Context: an optimization exercise on an open-source flow, tuned for small area and a short achievable clock period. The choices shown serve that exercise and are no tape-out recipe. In this exercise RTL edits were held to simulation tests only and were not proved equivalent to the original. Power figures rest on the tool's default switching activity, not on a simulated workload.

==> run a: inputs <==
Design l2_cache_array, start of the top module:
module l2_cache_array (
  input  logic         clk,
  input  logic         rst,
  input  logic         rd_en,
  input  logic [2:0]   rd_index,
  input  logic [8:0]   rd_tag,
  output logic         rd_done,
  output logic         hit,
  output logic [1:0]   hit_way,
  output logic [127:0] hit_data,
  output logic [1:0]   vic_way,
  output logic         vic_valid,
  output logic         vic_dirty,
  output logic [8:0]   vic_tag,
  output logic [127:0] vic_data,
  input  logic         wr_en,
  input  logic [1:0]   wr_mode,
  input  logic [2:0]   wr_index,
  input  logic [1:0]   wr_way,
  input  logic [8:0]   wr_tag,
  input  logic [127:0] wr_data
);
clock: 5.0 ns
lec_check: 0
cap_margin: 10
core_margin: 2
core_utilization: 40
cts_cluster_diameter: 90
cts_cluster_size: 25
setup_slack_margin: 1.7
slew_margin: 10
synth_hierarchical: 1
tns_end_percent: 5
run.sh (not shown) runs the stock make flow with config.mk's settings and CLKGATE_MAP_FILE= SYNTH_SCRIPT=/design/flow/synth_recipe.tcl, a recipe that flattens the netlist after the stock synthesis.
==> run b: changes against run a <==
==> flow/design.v (replaced) <==
package lc3b_types;
  localparam int DEF_TAG_W  = 9;
  localparam int DEF_LINE_W = 128;
  typedef enum logic [1:0] {
    WR_FILL   = 2'b00,
    WR_MODIFY = 2'b01,
    WR_INVAL  = 2'b10,
    WR_NOP    = 2'b11
  } wr_mode_e;
endpackage
module l2_plru (
  input  logic [2:0] state,
  input  logic [3:0] valid,
  input  logic       rd_touch,
  input  logic [1:0] rd_way,
  input  logic       wr_touch,
  input  logic [1:0] wr_way,
  output logic [2:0] next,
  output logic [1:0] victim
);
  function automatic logic [2:0] touch(input logic [2:0] s, input logic [1:0] w);
    logic [2:0] r;
    r    = s;
    r[0] = ~w[1];
    if (w[1]) begin
      r[2] = ~w[0];
    end else begin
      r[1] = ~w[0];
    end
    touch = r;
  endfunction
  logic [2:0] mid_s;
  assign mid_s = rd_touch ? touch(state, rd_way) : state;
  assign next  = wr_touch ? touch(mid_s, wr_way) : mid_s;
  always_comb begin
    if (!valid[0])      victim = 2'd0;
    else if (!valid[1]) victim = 2'd1;
    else if (!valid[2]) victim = 2'd2;
    else if (!valid[3]) victim = 2'd3;
    else                victim = state[0] ? {1'b1, state[2]} : {1'b0, state[1]};
  end
endmodule
import lc3b_types::*;
module l2_cache_array (
  input  logic         clk,
  input  logic         rst,
  input  logic         rd_en,
  input  logic [2:0]   rd_index,
  input  logic [8:0]   rd_tag,
  output logic         rd_done,
  output logic         hit,
  output logic [1:0]   hit_way,
  output logic [127:0] hit_data,
  output logic [1:0]   vic_way,
  output logic         vic_valid,
  output logic         vic_dirty,
  output logic [8:0]   vic_tag,
  output logic [127:0] vic_data,
  input  logic         wr_en,
  input  logic [1:0]   wr_mode,
  input  logic [2:0]   wr_index,
  input  logic [1:0]   wr_way,
  input  logic [8:0]   wr_tag,
  input  logic [127:0] wr_data
);
  localparam int EW = 137;   
  logic [3:0]    valid_r [8];
  logic [3:0]    dirty_r [8];
  logic [2:0]    plru_r  [8];
  logic [EW-1:0] ent_r   [4][8];
  logic [7:0] rsel;     
  logic [7:0] wsel;     
  logic [3:0] wway;     
  logic       wr_touch_s;
  logic       wr_inv_s;
  always_comb begin
    for (int s = 0; s < 8; s++) begin
      rsel[s] = (rd_index == 3'(s));
      wsel[s] = (wr_index == 3'(s));
    end
    for (int w = 0; w < 4; w++) wway[w] = (wr_way == 2'(w));
  end
  assign wr_touch_s = wr_en && !wr_mode[1];
  assign wr_inv_s   = wr_en && (wr_mode == WR_INVAL);
  wire [EW-1:0] wr_ent = {wr_tag, wr_data};
  for (genvar w = 0; w < 4; w++) begin : g_ew
    for (genvar s = 0; s < 8; s++) begin : g_es
      always_ff @(posedge clk) begin
        if (wr_touch_s && wway[w] && wsel[s]) ent_r[w][s] <= wr_ent;
      end
    end
  end
  logic [3:0] tmatch [8];
  for (genvar s = 0; s < 8; s++) begin : g_ms
    for (genvar w = 0; w < 4; w++) begin : g_mw
      assign tmatch[s][w] = valid_r[s][w] && (ent_r[w][s][EW-1:128] == rd_tag);
    end
  end
  logic [1:0] vway   [8];
  logic [2:0] pnext  [8];
  logic [3:0] hit_v;    
  logic [3:0] vic_v;    
  logic [EW-1:0] set_ent [4];
  always_comb begin
    hit_v = '0;
    vic_v = '0;
    for (int s = 0; s < 8; s++) begin
      hit_v = hit_v | (rsel[s] ? tmatch[s] : 4'b0);
      for (int w = 0; w < 4; w++) vic_v[w] = vic_v[w] | (rsel[s] && (vway[s] == 2'(w)));
    end
  end
  always_comb begin
    for (int w = 0; w < 4; w++) begin
      set_ent[w] = '0;
      for (int s = 0; s < 8; s++) set_ent[w] = set_ent[w] | (rsel[s] ? ent_r[w][s] : '0);
    end
  end
  logic          hit_s;
  logic [1:0]    hit_way_s;
  logic [127:0]  hit_data_s;
  logic [EW-1:0] vic_ent_s;
  logic [1:0]    vic_way_s;
  logic          vic_valid_s;
  logic          vic_dirty_s;
  assign hit_s     = |hit_v;
  assign hit_way_s = {hit_v[3] | hit_v[2], hit_v[3] | hit_v[1]};
  always_comb begin
    hit_data_s  = '0;
    vic_ent_s   = '0;
    vic_way_s   = '0;
    vic_valid_s = 1'b0;
    vic_dirty_s = 1'b0;
    for (int w = 0; w < 4; w++) begin
      hit_data_s = hit_data_s | (hit_v[w] ? set_ent[w][127:0] : '0);
      vic_ent_s  = vic_ent_s  | (vic_v[w] ? set_ent[w] : '0);
    end
    for (int s = 0; s < 8; s++) begin
      vic_way_s   = vic_way_s   | (rsel[s] ? vway[s] : 2'b0);
      vic_valid_s = vic_valid_s | (rsel[s] && valid_r[s][vway[s]]);
      vic_dirty_s = vic_dirty_s | (rsel[s] && dirty_r[s][vway[s]]);
    end
  end
  for (genvar s = 0; s < 8; s++) begin : g_set
    l2_plru u_plru (
      .state    (plru_r[s]),
      .valid    (valid_r[s]),
      .rd_touch (rd_en && rsel[s] && hit_s),
      .rd_way   (hit_way_s),
      .wr_touch (wr_touch_s && wsel[s]),
      .wr_way   (wr_way),
      .next     (pnext[s]),
      .victim   (vway[s])
    );
    always_ff @(posedge clk or posedge rst) begin
      if (rst) begin
        valid_r[s] <= '0;
        dirty_r[s] <= '0;
        plru_r[s]  <= '0;
      end else begin
        plru_r[s] <= pnext[s];
        for (int w = 0; w < 4; w++) begin
          if (wsel[s] && wway[w] && (wr_touch_s || wr_inv_s)) begin
            valid_r[s][w] <= wr_touch_s;
            dirty_r[s][w] <= wr_touch_s && wr_mode[0];
          end
        end
      end
    end
  end
  always_ff @(posedge clk or posedge rst) begin
    if (rst) begin
      rd_done   <= 1'b0;
      hit       <= 1'b0;
      hit_way   <= '0;
      hit_data  <= '0;
      vic_way   <= '0;
      vic_valid <= 1'b0;
      vic_dirty <= 1'b0;
      vic_tag   <= '0;
      vic_data  <= '0;
    end else begin
      rd_done <= rd_en;
      if (rd_en) begin
        hit       <= hit_s;
        hit_way   <= hit_way_s;
        hit_data  <= hit_data_s;
        vic_way   <= vic_way_s;
        vic_valid <= vic_valid_s;
        vic_dirty <= vic_dirty_s;
        vic_tag   <= vic_ent_s[EW-1:128];
        vic_data  <= vic_ent_s[127:0];
      end
    end
  end
endmodule
CAP_MARGIN = 20   (was 10)
CTS_CLUSTER_DIAMETER = unset   (was 90)
CTS_CLUSTER_SIZE = unset   (was 25)
SETUP_SLACK_MARGIN = unset   (was 1.7)
SLEW_MARGIN = 20   (was 10)
SYNTH_HIERARCHICAL = unset   (was 1)
TNS_END_PERCENT = unset   (was 5)
==> comparison table <==
Outcome: run a no timing/DRC/antenna violations; run b no timing/DRC/antenna violations
Data required, critical path: run a 5.89 ns; run b 5.86 ns
Area of the placeable core: run a 405,500 um^2; run b 440,500 um^2
Pin count of the biggest net entering global routing: run a 139; run b 150
Portion of the layout cell area used by non-clock buffers: run a 0.06212; run b 0.04471
Ant diodes: run a 16; run b 42
Synth warnings: run a 20; run b 16
Share of total power in sequential cells: run a 0.595; run b 0.528
Min Clock Period, post-route: run a 3.474 ns; run b 3.884 ns
Initial standard-cell utilization of the core: run a 0.4009; run b 0.4008
Routed Wire Length: run a 692.9 mm; run b 600.5 mm
Final Instance Count excl. Fillers: run a 19,470; run b 17,080
Count of buffer and inverter cells on the critical path: run a 4; run b 1
Comb. pwr: run a 13.2 mW; run b 5.26 mW
Met2 layer usage reported by global route: run a 0.4896; run b 0.4157
Final-layout worst hold slack: run a 0.3412 ns; run b 0.4969 ns
Average vias per placed instance: run a 7.275; run b 6.359
Total net switching power: run a 22.73 mW; run b 19.10 mW
Num tapcells: run a 5,428; run b 5,904
Simple-gate share of the synthesized area: run a 0.03141; run b 0.03998
Worst reg2reg path depth: run a 10; run b 9
Register share of the cell area: run a 0.5155; run b 0.6843
Primary FF master, synth: run a sky130_fd_sc_hd__dfxtp_1; run b sky130_fd_sc_hd__edfxtp_1
Internal power of the cells: run a 61.45 mW; run b 65.43 mW
Multi-input gate area in the final layout: run a 65,940 um^2; run b 33,110 um^2

==> what the ideal ports hide <==
The flow's constraints put no driver on any port. The routed layouts listed below were extracted and timed again, unchanged, in two steps. Step 1 (the two cells are an assumption about what drives the block):
set clk [get_ports {clk}]
set_driving_cell -lib_cell sky130_fd_sc_hd__clkbuf_16 $clk
set_driving_cell -lib_cell sky130_fd_sc_hd__buf_2 [delete_from_list [all_inputs] $clk]
Step 2, shift: input delay + t, output delay - t, t = (earliest + latest rising clock arrival at the registers) / 2. This alone moves slack from input paths to output paths. Slacks: no drivers / after step 1 / after step 2; pairs: no drivers / after step 1.
| run | t (ns) | setup WS [ns] | slew at the worst register clock pin (ns) | worst slew at a driven data input, ns |
|---|---|---|---|---|
| run a | 1.101 | 1.526 / 1.572 / 0.495 | 0.11 / 0.11 | 0.25 |
| run b | 1.093 | 1.116 / 1.116 / 0.028 | 0.07 / 0.07 | 0.36 |
After both steps every run listed still meets setup and hold. The setup slack of run b, which loses most, moves by 0.000 ns with the drivers and by -1.088 ns with both steps.
